From an optimization exercise on the open Yosys and OpenROAD flow, aimed at small area; shortcuts taken in it are not production practice.
At most, simulation tests tie the RTL to the original design; equivalence was not proved.

== v6 ==
Design executeStage, start of the top module:
module executeStage #(
    parameter int dataWidth    = 32,
    parameter int regAddrWidth = 5
) (
    input  logic              clk,
    input  logic              rstN,
    input  logic              clr,
    input  logic              regWriteD,
    input  logic [1:0]        resultSrcD,
    input  logic              memWriteD,
    input  logic              byteAddrD,
    input  logic [1:0]       jumpTypeD,
    input  logic [1:0]       branchTypeD,
    input  logic [2:0]       aluControlD,
    input  logic              aluSrcD,
    input  logic [31:0]      rd1D,
    input  logic [31:0]      rd2D,
    input  logic [31:0]      pcD,
    input  logic [4:0]       rs1D,
    input  logic [4:0]       rs2D,
    input  logic [4:0]       rdD,
    input  logic [31:0]      immExtD,
    input  logic [31:0]      pcPlus4D,
    input  logic [4:0]       rdW,
    input  logic              regWriteW,
    input  logic [31:0]      resultW,
    output logic              pcSrcE,
    output logic [31:0]      pcTargetE,
    output logic              regWriteM,
    output logic [1:0]        resultSrcM,
    output logic              memWriteM,
    output logic              byteAddrM,
    output logic [31:0]      aluResultM,
    output logic [31:0]      writeDataM,
    output logic [4:0]       rdM,
    output logic [31:0]      pcPlus4M
);
Size: ~290 flip-flops.
==> module executeStage, before the edit <==
module executeStage #(
    parameter int dataWidth    = 32,
    parameter int regAddrWidth = 5
) (
    input  logic              clk,
    input  logic              rstN,
    input  logic              clr,
    input  logic              regWriteD,
    input  logic [1:0]        resultSrcD,
    input  logic              memWriteD,
    input  logic              byteAddrD,
    input  logic [1:0]       jumpTypeD,
    input  logic [1:0]       branchTypeD,
    input  logic [2:0]       aluControlD,
    input  logic              aluSrcD,
    input  logic [31:0]      rd1D,
    input  logic [31:0]      rd2D,
    input  logic [31:0]      pcD,
    input  logic [4:0]       rs1D,
    input  logic [4:0]       rs2D,
    input  logic [4:0]       rdD,
    input  logic [31:0]      immExtD,
    input  logic [31:0]      pcPlus4D,
    input  logic [4:0]       rdW,
    input  logic              regWriteW,
    input  logic [31:0]      resultW,
    output logic              pcSrcE,
    output logic [31:0]      pcTargetE,
    output logic              regWriteM,
    output logic [1:0]        resultSrcM,
    output logic              memWriteM,
    output logic              byteAddrM,
    output logic [31:0]      aluResultM,
    output logic [31:0]      writeDataM,
    output logic [4:0]       rdM,
    output logic [31:0]      pcPlus4M
);
    logic        regWriteE, memWriteE;
    logic [1:0]  jumpTypeE, branchTypeE;
    logic [1:0]  resultSrcE;
    logic        byteAddrE, aluSrcE;
    logic [2:0]  aluControlE;
    logic [31:0] rd1E, rd2E, pcE, immExtE, pcPlus4E;
    logic [4:0]  rs1E, rs2E, rdE;
    always_ff @(posedge clk or negedge rstN) begin
        if (!rstN) begin
            regWriteE   <= 1'b0;
            memWriteE   <= 1'b0;
            jumpTypeE   <= 2'd0;
            branchTypeE <= 2'd0;
        end else begin
            regWriteE   <= regWriteD & ~clr;
            memWriteE   <= memWriteD & ~clr;
            jumpTypeE   <= jumpTypeD & {2{~clr}};
            branchTypeE <= branchTypeD & {2{~clr}};
        end
    end
    always_ff @(posedge clk) begin
        resultSrcE  <= resultSrcD;
        byteAddrE   <= byteAddrD;
        aluSrcE     <= aluSrcD;
        aluControlE <= aluControlD;
        rd1E        <= rd1D;
        rd2E        <= rd2D;
        pcE         <= pcD;
        immExtE     <= immExtD;
        pcPlus4E    <= pcPlus4D;
        rs1E        <= rs1D;
        rs2E        <= rs2D;
        rdE         <= rdD;
    end
    logic        fwdMOk;
    logic        aFromM, aFromW, bFromM, bFromW;
    logic [31:0] srcA, wdE;
    logic        rs1Nz, rs2Nz;
    logic [31:0] aEarly, bEarly;
    assign rs1Nz  = |rs1E;
    assign rs2Nz  = |rs2E;
    assign fwdMOk = regWriteM & (resultSrcM == 2'd0);
    assign aFromM = fwdMOk & rs1Nz & (rdM == rs1E);
    assign bFromM = fwdMOk & rs2Nz & (rdM == rs2E);
    assign aFromW = regWriteW & rs1Nz & ~aFromM & (rdW == rs1E);
    assign bFromW = regWriteW & rs2Nz & ~bFromM & (rdW == rs2E);
    assign aEarly = aFromM ? aluResultM : rd1E;
    assign bEarly = bFromM ? aluResultM : rd2E;
    assign srcA   = aFromW ? resultW : aEarly;
    assign wdE    = bFromW ? resultW : bEarly;
    logic [31:0] srcB, bx, aluG, aluP, aluSum, shIn, shOut, aluResultE;
    logic        isSub, sltBit;
    assign srcB  = aluSrcE ? immExtE : wdE;
    assign isSub = (aluControlE == 3'd1) | (aluControlE == 3'd5);
    assign bx    = srcB ^ {32{isSub}};
    assign aluG  = srcA & bx;
    assign aluP  = srcA ^ bx;
    bkAdd32 uAluAdd (.g(aluG), .p(aluP), .cin(isSub), .s(aluSum));
    assign sltBit = (srcA[31] ^ srcB[31]) ? srcA[31] : aluSum[31];
    always_comb begin
        for (int i = 0; i < 32; i++) shIn[i] = aluControlE[0] ? srcA[31-i] : srcA[i];
    end
    assign shOut = shIn << srcB[4:0];
    logic selArith, selAnd, selOr, selXor, selSlt, selSll, selSrl;
    logic [31:0] shRev;
    assign selArith = aluControlE[2:1] == 2'd0;
    assign selAnd   = aluControlE == 3'd2;
    assign selOr    = aluControlE == 3'd3;
    assign selXor   = aluControlE == 3'd4;
    assign selSlt   = aluControlE == 3'd5;
    assign selSll   = aluControlE == 3'd6;
    assign selSrl   = aluControlE == 3'd7;
    always_comb begin
        for (int i = 0; i < 32; i++) shRev[i] = shOut[31-i];
    end
    assign aluResultE = ({32{selArith}} & aluSum)
                      | ({32{selAnd | selOr}} & aluG)
                      | ({32{selXor | selOr}} & aluP)
                      | ({32{selSll}} & shOut)
                      | ({32{selSrl}} & shRev)
                      | {31'd0, selSlt & sltBit};
    logic        brEq, brLt, takeBranch, isJalr;
    logic [31:0] tBase, tSum;
    cmp32 uCmp (.a(srcA), .b(wdE), .eq(brEq), .lt(brLt));
    always_comb begin
        case (branchTypeE)
            2'd1:    takeBranch = brEq;
            2'd2:    takeBranch = ~brEq;
            2'd3:    takeBranch = brLt;
            default: takeBranch = 1'b0;
        endcase
    end
    assign isJalr = jumpTypeE[1];
    assign pcSrcE = (jumpTypeE != 2'd0) | takeBranch;
    assign tBase = isJalr ? srcA : pcE;
    bkAdd32 uTgtAdd (.g(tBase & immExtE), .p(tBase ^ immExtE), .cin(1'b0), .s(tSum));
    assign pcTargetE = {tSum[31:1], tSum[0] & ~isJalr};
    always_ff @(posedge clk or negedge rstN) begin
        if (!rstN) begin
            regWriteM <= 1'b0;
            memWriteM <= 1'b0;
        end else begin
            regWriteM <= regWriteE;
            memWriteM <= memWriteE;
        end
    end
    always_ff @(posedge clk) begin
        resultSrcM <= resultSrcE;
        byteAddrM  <= byteAddrE;
        aluResultM <= aluResultE;
        writeDataM <= wdE;
        rdM        <= rdE;
        pcPlus4M   <= pcPlus4E;
    end
endmodule
==> flow/config.mk <==
export PLATFORM = sky130hd
export DESIGN_NAME = executeStage
export DESIGN_NICKNAME = executeStage
export VERILOG_FILES = /design/flow/design.v
export SDC_FILE = /design/flow/constraint.sdc
export NUM_CORES = 4
export LEC_CHECK = 0
export CAP_MARGIN = 20
export CORE_MARGIN = 2
export CORE_UTILIZATION = 58
export GPL_TIMING_DRIVEN = 0
export SETUP_SLACK_MARGIN = 0.1
export SLEW_MARGIN = 20
==> flow/constraint.sdc <==
create_clock -name core_clock -period 8.0 [get_ports {clk}]
set_input_delay 1.6000 -clock core_clock [delete_from_list [all_inputs] [get_ports {clk}]]
set_output_delay 1.6000 -clock core_clock [all_outputs]
set_load 0.01 [all_outputs]
standard.sh (not shown) runs the stock make flow with config.mk's settings and CLKGATE_MAP_FILE= SYNTH_SCRIPT=/design/flow/synth_recipe.tcl, a recipe that flattens the netlist after the stock synthesis.
==> flow/flow/run.sh <==
#!/bin/bash
# Layout flow: the standard ORFS flow with two changes.
#  - synthesis: the standard script, but ABC maps for area (map -a) and
#    then sizes gates for delay (flow/abc_area.script); registers are
#    untouched, so they keep the standard synthesis's names and cells.
#  - clock tree: smaller buffers, larger sink clusters, no dummy loads.
#  - placement: the smallest buffer on every port instead of the delay
#    cell that buffer_ports picks by default.
# Each tool's output goes to its own log in this folder.
set -euo pipefail
W=$PWD
rm -rf "$W/scripts_abc"
cp -r "$FLOW_HOME/scripts" "$W/scripts_abc"
cp "$W/flow/abc_area.script" "$W/scripts_abc/abc_area.script"
export BUFFER_PORTS_ARGS="-buffer_cell sky130_fd_sc_hd__buf_1"
export CTS_ARGS="-sink_clustering_enable -repair_clock_nets -dont_use_dummy_load -buf_list sky130_fd_sc_hd__clkbuf_8 -sink_clustering_size 14 -sink_clustering_max_diameter 60"
bash standard.sh SCRIPTS_DIR="$W/scripts_abc" ABC_AREA=1 synth > synth.log 2>&1
bash standard.sh finish > layout.log 2>&1
==> flow/flow/abc_area.script <==
strash
dch
map -a
topo
upsize
dnsize
v6 -> stages 100% | layout checks FAIL | setup timing
For v7, these inputs were changed with respect to v6:
-- flow/design.v --
<<< v6, line 166
    assign pcSrcE = (jumpTypeE != 2'd0) | takeBranch;
    assign tBase = isJalr ? srcA : pcE;
    bkAdd32 uTgtAdd (.g(tBase & immExtE), .p(tBase ^ immExtE), .cin(1'b0), .s(tSum));
    assign pcTargetE = {tSum[31:1], tSum[0] & ~isJalr};
    always_ff @(posedge clk or negedge rstN) begin
>>> v7, line 166
    assign pcSrcE = (jumpTypeE != 2'd0) | takeBranch;
    assign tBase = isJalr ? srcA : pcE;
    ksAdd32 uTgtAdd (.g(tBase & immExtE), .p(tBase ^ immExtE), .cin(1'b0), .s(tSum));
    assign pcTargetE = {tSum[31:1], tSum[0] & ~isJalr};
    always_ff @(posedge clk or negedge rstN) begin
==> run notes <==
NOTE cell area v6->v7 decreased by a few percent
Relative to v6, core utilization has gone down in v7.
v7 ends up with lower area growth from synthesis to layout than v6 does.
Number of signal-net buffers in the layout for v7: 4.9% down relative to v6
Against v6, total CTS buffers in v7 fell by a few percent.
The flow did not stop early for v7: all stages ran, and the layout cleared the timing, DRC and antenna checks.
Per the comparison of v7 with v6, wire length the detailed router placed on met1 shows a reduction of about 4%; number of clock-tree buffers in the layout shows a reduction of 3.8%; number of gates on the worst path with buffers counted shows a reduction of 15%.
Highest signal layer in the routed design = met4: v7; highest signal layer in the routed design = met5: v6
Slowest cell on the critical path: sky130_fd_sc_hd__fa_2 -> v6, sky130_fd_sc_hd__ha_1 -> v7
Function not checked in v6: the RTL went through the layout flow alone.

## static timing again, ports no longer ideal
No port has a modelled driver above. Below, the same layouts with a new extraction and two added sets of constraints. Step 1 (the two cells are an assumption about what drives the block):
set clk [get_ports {clk}]
set_driving_cell -lib_cell sky130_fd_sc_hd__clkbuf_16 $clk
set_driving_cell -lib_cell sky130_fd_sc_hd__buf_2 [delete_from_list [all_inputs] $clk]
Step 2 moves the port delays by t, midway between the first and last clock arrival at a register: inputs arrive t later, outputs are due t later. That takes back most of the time a late clock gives input paths. a / b / c = ideal ports / drivers / drivers and shift; a / b = the first two.
| run | shift t [ns] | slack for setup (ns) | latest minus earliest clock arrival (ns) |
|---|---|---|---|
| v6 | 0.609 | -0.632 / -0.685 / -0.685 | 0.068 / 0.069 |
| v7 | 0.615 | 0.364 / 0.337 / -0.200 | 0.058 / 0.058 |
Met with ideal ports but missed after step 2: setup timing in v7. For v7, which loses most, drivers alone change the setup slack by -0.027 ns; drivers and shift together by -0.564 ns.
